This design comes from an exercise in tuning for small area, a short achievable clock period and few clock cycles on the open sky130 flow, not from production work. For this run, only the layout was checked, not whether the RTL still works. No activity file was given, so power comes from the tool's default toggle rates.

## flow/run.sh

```bash
#!/bin/bash
# synth_recipe.tcl (not shown) runs the flow's synth.tcl, then flattens the netlist and writes it again
# the make line also repeats each setting of config.mk as NAME=value (left out here)
make -C /OpenROAD-flow-scripts/flow DESIGN_CONFIG=/design/flow/config.mk WORK_HOME=/design/flow/orfs CLKGATE_MAP_FILE= SYNTH_SCRIPT=/design/flow/synth_recipe.tcl finish
```

## flow/config.mk

```make
export PLATFORM = sky130hd
export DESIGN_NAME = dcache
export DESIGN_NICKNAME = dcache
export VERILOG_FILES = /design/flow/design.v
export SDC_FILE = /design/flow/constraint.sdc
export NUM_CORES = 4
export LEC_CHECK = 0
export ABC_CLOCK_PERIOD_IN_PS = 4500
export CAP_MARGIN = 20
export CORE_MARGIN = 2
export CORE_UTILIZATION = 40
export SETUP_SLACK_MARGIN = 3.0
export SLEW_MARGIN = 20
```

## flow/constraint.sdc

```tcl
create_clock -name core_clock -period 8.0 [get_ports {CLK}]
set_input_delay 1.6000 -clock core_clock [delete_from_list [all_inputs] [get_ports {CLK}]]
set_output_delay 1.6000 -clock core_clock [all_outputs]
set_load 0.01 [all_outputs]
```

## flow/design.v

```verilog
`default_nettype none
package dcache_pkg;
    localparam int WORD_W      = 32;
    localparam int SETS        = 8;
    localparam int WAYS        = 2;
    localparam int BLOCK_WORDS = 2;
    localparam int IDX_W       = 3;
    localparam int TAG_W       = 26;
    localparam int FLUSH_STEPS = 32;
    typedef logic [WORD_W-1:0] word_t;
    typedef struct packed {
        logic [TAG_W-1:0] tag;
        logic [IDX_W-1:0] idx;
        logic             blkoff;
        logic [1:0]       bytoff;
    } dcache_addr_t;
    typedef union packed {
        word_t        raw;
        dcache_addr_t f;
    } dcache_addr_u;
    typedef enum logic [2:0] {
        IDLE,
        WB0,
        WB1,
        FILL0,
        FILL1,
        FLUSH,
        FLUSHED
    } dcache_state_t;
endpackage
`default_nettype wire
`timescale 1ns/1ps
`default_nettype none
import dcache_pkg::*;
module dcache (
    input  logic  CLK,
    input  logic  nRST,
    input  logic  dmem_ren,
    input  logic  dmem_wen,
    input  logic [WORD_W-1:0] dmem_addr,
    input  logic [WORD_W-1:0] dmem_store,
    input  logic  halt,
    output logic [WORD_W-1:0] dmem_load,
    output logic  dhit,
    output logic  flushed,
    output logic  mem_ren,
    output logic  mem_wen,
    output logic [WORD_W-1:0] mem_addr,
    output logic [WORD_W-1:0] mem_store,
    input  logic [WORD_W-1:0] mem_load,
    input  logic  mem_wait
);
    localparam int LINES = SETS * WAYS;
    typedef enum logic [2:0] {
        S_IDLE,
        S_WB,
        S_FILL,
        S_FLUSH,
        S_DONE
    } st_t;
    st_t  state;
    logic second;       
    logic [LINES-1:0] valid;
    logic [LINES-1:0] dirty;
    logic [SETS-1:0]  lru;      
    logic [TAG_W-1:0]  tags [LINES];
    logic [WORD_W-1:0] data [LINES][BLOCK_WORDS];
    logic             req;
    logic [TAG_W-1:0] rtag;
    logic [IDX_W-1:0] ridx;
    logic             rblk;
    assign req  = dmem_ren | dmem_wen;
    assign rtag = dmem_addr[31:6];
    assign ridx = dmem_addr[5:3];
    assign rblk = dmem_addr[2];
    logic [3:0] fline;
    logic       any_dirty;
    always_comb begin
        fline = '0;
        for (int l = LINES - 1; l >= 0; l--) begin
            if (dirty[l]) fline = 4'(l);
        end
    end
    assign any_dirty = |dirty;
    logic flushing;
    assign flushing = (state == S_FLUSH);
    logic [IDX_W-1:0] sidx;
    assign sidx = flushing ? fline[3:1] : ridx;
    logic [TAG_W-1:0] t0, t1;
    assign t0 = tags[{sidx, 1'b0}];
    assign t1 = tags[{sidx, 1'b1}];
    logic [1:0] way_hit;
    logic       hit;
    assign way_hit[0] = valid[{ridx, 1'b0}] && (t0 == rtag);
    assign way_hit[1] = valid[{ridx, 1'b1}] && (t1 == rtag);
    assign hit        = |way_hit;
    logic victim;
    logic vdirty;
    assign victim = lru[ridx];
    assign vdirty = dirty[{ridx, victim}];
    logic sway;
    assign sway = flushing ? fline[0] : (way_hit[1] | (~way_hit[0] & victim));
    logic wsel;
    always_comb begin
        case (state)
            S_IDLE:  wsel = rblk ^ ~vdirty;
            S_WB:    wsel = rblk ^ second;
            S_FILL:  wsel = rblk ^ ~second;
            default: wsel = second;
        endcase
    end
    logic [WORD_W-1:0] d0, d1, rd;
    logic              rsel;
    assign rsel = (state == S_IDLE) ? rblk : wsel;
    assign d0   = data[{sidx, 1'b0}][rsel];
    assign d1   = data[{sidx, 1'b1}][rsel];
    assign rd   = sway ? d1 : d0;
    logic miss_idle;
    logic do_wb, do_fill, do_flush;
    assign miss_idle = (state == S_IDLE) && req && !hit;
    assign do_wb     = (miss_idle && vdirty) || (state == S_WB);
    assign do_fill   = (miss_idle && !vdirty) || (state == S_FILL);
    assign do_flush  = flushing && any_dirty;
    logic fill_last;
    assign fill_last = (state == S_FILL) && second && !mem_wait;
    assign mem_wen   = do_wb || do_flush;
    assign mem_ren   = do_fill;
    assign mem_store = rd;
    always_comb begin
        if (do_fill) begin
            mem_addr = {rtag, ridx, wsel, 2'b00};
        end else begin
            mem_addr = {(sway ? t1 : t0), sidx, wsel, 2'b00};
        end
    end
    assign dhit      = ((state == S_IDLE) && hit) || fill_last;
    assign dmem_load = (state == S_FILL) ? mem_load : rd;
    assign flushed   = (state == S_DONE) || (flushing && !any_dirty);
    logic              hit_wr;
    logic              fill_wr;
    logic [WORD_W-1:0] din;
    assign hit_wr  = (state == S_IDLE) && req && hit && dmem_wen;
    assign fill_wr = do_fill && !mem_wait;
    assign din     = (dmem_wen && (hit_wr || fill_last)) ? dmem_store : mem_load;
    always_ff @(posedge CLK) begin
        for (int l = 0; l < LINES; l++) begin
            for (int b = 0; b < BLOCK_WORDS; b++) begin
                if ((hit_wr && l == {ridx, way_hit[1]} && b == rblk) ||
                    (fill_wr && l == {ridx, victim} && b == wsel)) begin
                    data[l][b] <= din;
                end
            end
            if (fill_last && l == {ridx, victim}) begin
                tags[l] <= rtag;
            end
        end
    end
    always_ff @(posedge CLK, negedge nRST) begin
        if (!nRST) begin
            state  <= S_IDLE;
            second <= 1'b0;
            valid  <= '0;
            dirty  <= '0;
            lru    <= '0;
        end else begin
            case (state)
                S_IDLE: begin
                    if (req) begin
                        if (hit) begin
                            lru[ridx] <= ~way_hit[1];
                            if (dmem_wen) dirty[{ridx, way_hit[1]}] <= 1'b1;
                        end else begin
                            state  <= vdirty ? S_WB : S_FILL;
                            second <= !mem_wait;
                        end
                    end else if (halt) begin
                        state <= S_FLUSH;
                    end
                end
                S_WB: begin
                    if (!mem_wait) begin
                        second <= !second;
                        if (second) state <= S_FILL;
                    end
                end
                S_FILL: begin
                    if (!mem_wait) begin
                        second <= !second;
                        if (second) begin
                            state                  <= S_IDLE;
                            valid[{ridx, victim}]  <= 1'b1;
                            dirty[{ridx, victim}]  <= dmem_wen;
                            lru[ridx]              <= ~victim;
                        end
                    end
                end
                S_FLUSH: begin
                    if (!any_dirty) begin
                        state <= S_DONE;
                    end else if (!mem_wait) begin
                        second <= !second;
                        if (second) dirty[fline] <= 1'b0;
                    end
                end
                default: begin
                    state <= S_DONE;
                end
            endcase
        end
    end
endmodule
`default_nettype wire
```

==> run summary <==
timing repair:
item                                    4_1_cts  5_1_grt
pin swaps                                    51       54
endpoints found under the setup margin     2172     2170
gates resized for setup                     620      175
buffers inserted                             92       75
endpoints found under the hold margin         0        0
gates cloned                                  3        2
final cells by class:
class	instances	area, um2	area share
Timing Repair Buffer	859	8885	0.1144
Sequential cell	1484	44360	0.5710
Clock inverter	91	988.4	0.01272
Multi-Input combinational cell	2095	16810	0.2164
Clock buffer	184	3924	0.05051
Tap cell	2016	2522	0.03247
Antenna cell	3	7.507	0.00009664
Inverter	46	190.2	0.002448
how the worst max path moves through the flow:
stage	from	to	slack, ps	cells past startpoint
finish	dmem_addr[4]	dmem_load[1]	-9	25
detailed placement	dmem_addr[3]	dmem_load[8]	-850	20
global route	dirty[12]$_DFFE_PN0P_	dmem_load[1]	-80	27
global placement	dmem_addr[5]	dmem_load[8]	-820	20
CTS	dirty[6]$_DFFE_PN0P_	dmem_load[8]	20	23
floorplan	dmem_addr[3]	dmem_load[13]	1270	16
cell usage in the layout, fill, tap and decap left out, types with 82 or more instances in the layout:
| cell type | instances |
|---|---|
| sky130_fd_sc_hd__a21oi_1 | 149 |
| sky130_fd_sc_hd__a22oi_1 | 209 |
| sky130_fd_sc_hd__buf_12 | 109 |
| sky130_fd_sc_hd__buf_4 | 448 |
| sky130_fd_sc_hd__buf_6 | 161 |
| sky130_fd_sc_hd__clkbuf_16 | 154 |
| sky130_fd_sc_hd__clkdlybuf4s50_1 | 100 |
| sky130_fd_sc_hd__edfxtp_1 | 1440 |
| sky130_fd_sc_hd__mux2i_1 | 134 |
| sky130_fd_sc_hd__nand2_1 | 248 |
| sky130_fd_sc_hd__nand3_1 | 85 |
| sky130_fd_sc_hd__nor2_1 | 82 |
| sky130_fd_sc_hd__o21ai_0 | 108 |
power by group through the flow:
stage               registers [mW]  clock network [mW]  logic, mW
floorplan                     9.12                   0       6.33
global placement              9.16                   0       12.8
detailed placement            9.17                   0       12.8
CTS                           9.01                7.16       14.6
global route                  9.04                7.46       16.2
finish                        9.02                7.09       15.6
layer usage:
| layer | global-route usage | vias to the layer above | share of wire |
|---|---|---|---|
| li1 | - | 17231 | - |
| met1 | 0.3631 | 21308 | 0.39 |
| met2 | 0.4335 | 2579 | 0.47 |
| met3 | 0.04520 | 421 | 0.097 |
| met4 | 0.1008 | 0 | 0.039 |
| met5 | 0 | - | 0 |
stage by stage:
stage	setup TNS, ps	hold WS, ps
floorplan	0	422.6
global placement	-48160	432.9
detailed placement	-51340	440.1
CTS	0	455.0
global route	-484.0	471.8
finish	-8.877	451.9
synthesized netlist by cell type (9+ instances only):
cell / instances / area share
sky130_fd_sc_hd__a21o_1: 20 / 0.0025
sky130_fd_sc_hd__clkbuf_1: 167 / 0.010
sky130_fd_sc_hd__o21ai_0: 135 / 0.011
sky130_fd_sc_hd__o211ai_1: 31 / 0.0039
sky130_fd_sc_hd__mux2i_1: 166 / 0.028
sky130_fd_sc_hd__a221oi_1: 51 / 0.0074
sky130_fd_sc_hd__nand3_1: 88 / 0.0073
sky130_fd_sc_hd__xnor2_1: 20 / 0.0029
sky130_fd_sc_hd__buf_6: 13 / 0.0024
sky130_fd_sc_hd__ha_1: 15 / 0.0031
sky130_fd_sc_hd__a211oi_1: 53 / 0.0066
sky130_fd_sc_hd__nor3b_1: 9 / 0.0011
sky130_fd_sc_hd__o2bb2ai_1: 9 / 0.0013
sky130_fd_sc_hd__a22oi_1: 212 / 0.026
sky130_fd_sc_hd__and3_1: 67 / 0.0070
sky130_fd_sc_hd__a22o_1: 40 / 0.0058
sky130_fd_sc_hd__o22ai_1: 67 / 0.0070
sky130_fd_sc_hd__a221o_1: 21 / 0.0035
sky130_fd_sc_hd__o31ai_1: 17 / 0.0021
sky130_fd_sc_hd__nor4_1: 24 / 0.0025
sky130_fd_sc_hd__dfrtp_1: 44 / 0.018
sky130_fd_sc_hd__buf_1: 14 / 0.00087
sky130_fd_sc_hd__a222oi_1: 33 / 0.0055
sky130_fd_sc_hd__buf_2: 33 / 0.0027
sky130_fd_sc_hd__o2111ai_1: 20 / 0.0029
sky130_fd_sc_hd__or4_1: 10 / 0.0012
sky130_fd_sc_hd__xor2_1: 17 / 0.0025
sky130_fd_sc_hd__edfxtp_1: 1440 / 0.72
sky130_fd_sc_hd__mux2_2: 96 / 0.018
sky130_fd_sc_hd__a31oi_1: 23 / 0.0024
sky130_fd_sc_hd__o22a_1: 12 / 0.0017
sky130_fd_sc_hd__a2111oi_0: 18 / 0.0026
sky130_fd_sc_hd__mux4_2: 11 / 0.0041
sky130_fd_sc_hd__nand4_1: 44 / 0.0046
sky130_fd_sc_hd__buf_4: 12 / 0.0015
sky130_fd_sc_hd__inv_1: 42 / 0.0026
sky130_fd_sc_hd__nor3_1: 33 / 0.0027
sky130_fd_sc_hd__o21ai_1: 9 / 0.00075
sky130_fd_sc_hd__nand2_1: 258 / 0.016
sky130_fd_sc_hd__o221ai_1: 9 / 0.0013
sky130_fd_sc_hd__a21oi_1: 190 / 0.016
sky130_fd_sc_hd__nor2_1: 119 / 0.0074
state kept, by name, indices dropped and copies added, names as in the netlist:
register,flops
state,3
dirty,16
tags,416
data,1024
valid,16
lru,8
second,1
cells by family (layout without fill, tap and decap cells):
| family | Yosys count | in the layout | share of synthesized area |
|---|---|---|---|
| flip-flops | 1484 | 1484 | 0.7379 |
| AO/OA/AOI/OAI | 1056 | 1056 | 0.1245 |
| AND/OR/NAND/NOR | 708 | 708 | 0.05742 |
| buffers and inverters | 285 | 1180 | 0.02090 |
| multiplexers | 277 | 277 | 0.05070 |
| XOR/XNOR | 37 | 37 | 0.005392 |
| adder cells (fa/ha/maj) | 15 | 15 | 0.003123 |
| other | 1 | 5 | 0.00006240 |
==> impl_metrics.env <==
export IMPL_worst_hold_path_num_cells=1
export IMPL_place_detailed_hpwl_um=120800
export IMPL_timing_final_setup_violations=1
export IMPL_power_per_cell_area_nw_per_um2=408.4
export IMPL_total_leakage_power_nw=26.63
export IMPL_rrSetupSlack_ps=2020
export IMPL_numCtsBuffers=151
export IMPL_h_tree_depth=4
export IMPL_grt_pass1_vias=39734
export IMPL_antenna_found_initial=3
export IMPL_holdBufCountCts=0
export IMPL_critical_path_buf_inv_count=13
export IMPL_area_after_detailed_placement_um2=69560
export IMPL_timing_max_cap_violations=0
export IMPL_r2r_start="dirty[2]$_DFFE_PN0P_"
export IMPL_crit_path_max_fanout=7
export IMPL_wl_per_cell_um=30.91
export IMPL_nets=4754
export IMPL_post_synth_instance_area_um2=60100
export IMPL_timing_clock_skew_ps=27.71
export IMPL_timing_final_max_slew_violations=0
export IMPL_hold_viol_final=0
export IMPL_drive_gt1_frac=0.2824
export IMPL_cp_common_cell="sky130_fd_sc_hd__buf_6"
export IMPL_hold_class="reg2reg"
export IMPL_switching_power_mw=11.52
export IMPL_min_delay_start="valid[10]$_DFFE_PN0P_"
export IMPL_stdcell_area_um2=77680
export IMPL_worst_endpoint_arrival_ps=6410
export IMPL_layout_area_overhead_vs_synth_pct=29.27
export IMPL_number_of_input_and_output_port_buffers_inserted=197
export IMPL_numClockSinks=1484
export IMPL_cts_tree="done"
export IMPL_slew_limit_headroom=0.2148
export IMPL_detailed_router_iteration_count_before_antenna_repair=8
export IMPL_checkFailReasons="negative setup slack"
export IMPL_detail_route_antenna_nets=0
export IMPL_grt_remaining_overflow=0
export IMPL_detailedPlace_worstSlack_ps=-851.2
export IMPL_timing_critical_path_required_ps=6400
export IMPL_globalRouteTotalUtil=0.2680
export IMPL_die_area_um2=153400
export IMPL_postSynthCellCount=3863
export IMPL_die_width_um=391.6
export IMPL_max_clock_freq_mhz=124.9
export IMPL_route_final_wire_length_um=209500
export IMPL_yosysWarnings=3
export IMPL_combinational_power_share=0.492
export IMPL_clk_pin_slew_worst_paths_ps=60
export IMPL_dp_cells=6327
export IMPL_cp_start_kind="primary input"
export IMPL_clock_power_share=0.224
export IMPL_final_design_utilization=0.5199
export IMPL_cts_root_buffer_cell="sky130_fd_sc_hd__clkbuf_16"
export IMPL_report_power_total_mw=31.73
export IMPL_finalNonFillerCells=6778
export IMPL_timing_final_crit_share=1.001
export IMPL_largest_net_degree_at_the_start_of_global_routing=50
export IMPL_grt_pass1_wl_um=292600
export IMPL_final_setup_worst_slack_ps=-8.877
export IMPL_final_min_clock_period_ps=8009
export IMPL_rr_endpoint="data[6][3]$_DFFE_PP_"
export IMPL_count_of_fill_cells_added_during_filler_insertion=12205
export IMPL_outcome="failed layout checks"
export IMPL_rr_worst_depth=26
export IMPL_syn_avg_cell_area_um2=15.56
export IMPL_swShare=0.3629
export IMPL_timing_critical_path_max_delay_family="buffers and inverters"
export IMPL_holdPathEnd="valid[10]$_DFFE_PN0P_"
export IMPL_async_reset_ff_frac=0.02965
export IMPL_ios=202
export IMPL_synth_seq_cells=1484
export IMPL_gp_congestion=0.9260
export IMPL_predominant_post_synthesis_flop_cell="sky130_fd_sc_hd__edfxtp_1"
export IMPL_via_count=41539
export IMPL_worst_slew_pin_slew_ps=1175
export IMPL_critPathMaxStageDelay_ps=380
export IMPL_worst_setup_path_end_kind="primary output"
export IMPL_worst_ir_drop_vdd_v=0.0004592
export IMPL_clock_path_buffers=3
export IMPL_worst_skew_pair_late_latency_ps=810
export IMPL_post_synth_num_cell_types=91
export IMPL_synth_edff_count=1440
export IMPL_sequentialPowerShare=0.284
export IMPL_floorplan_rows=142
export IMPL_die_h_um=391.6
export IMPL_initialDrtViolationCount=5251
export IMPL_worstSetupPathType="in2out"
export IMPL_ys_seq_area_frac=0.7379
export IMPL_grt_setup_unrepaired="yes"
export IMPL_internal_power_mw=20.21
export IMPL_cpMaxStageDelayCell="sky130_fd_sc_hd__nor4_4"
export IMPL_placeableCoreArea_um2=149400
export IMPL_start_util=0.4022
export IMPL_route_detailed_vias_per_inst=6.129
export IMPL_drc=0

[afterwards: timing with drivers on the ports]
No port has a modelled driver above. Below, the same layout with a new extraction and two added sets of constraints.
Step 1: set_driving_cell puts a clkbuf_16 on CLK and a buf_2 on each other input, an assumption about the parent block.
Step 2, shift: input delay + t, output delay - t, t = (earliest + latest rising clock arrival at the registers) / 2. This alone moves slack from input paths to output paths.
Three values: ideal, step 1, step 2; two values: the first two.
t, ns: 0.871
setup WS [ns]: -0.009 / -0.049 / -0.038
worst register clock-pin slew, ns: 0.07 / 0.07
The setup slack of this run moves by -0.040 ns with the drivers and by -0.029 ns with both steps.
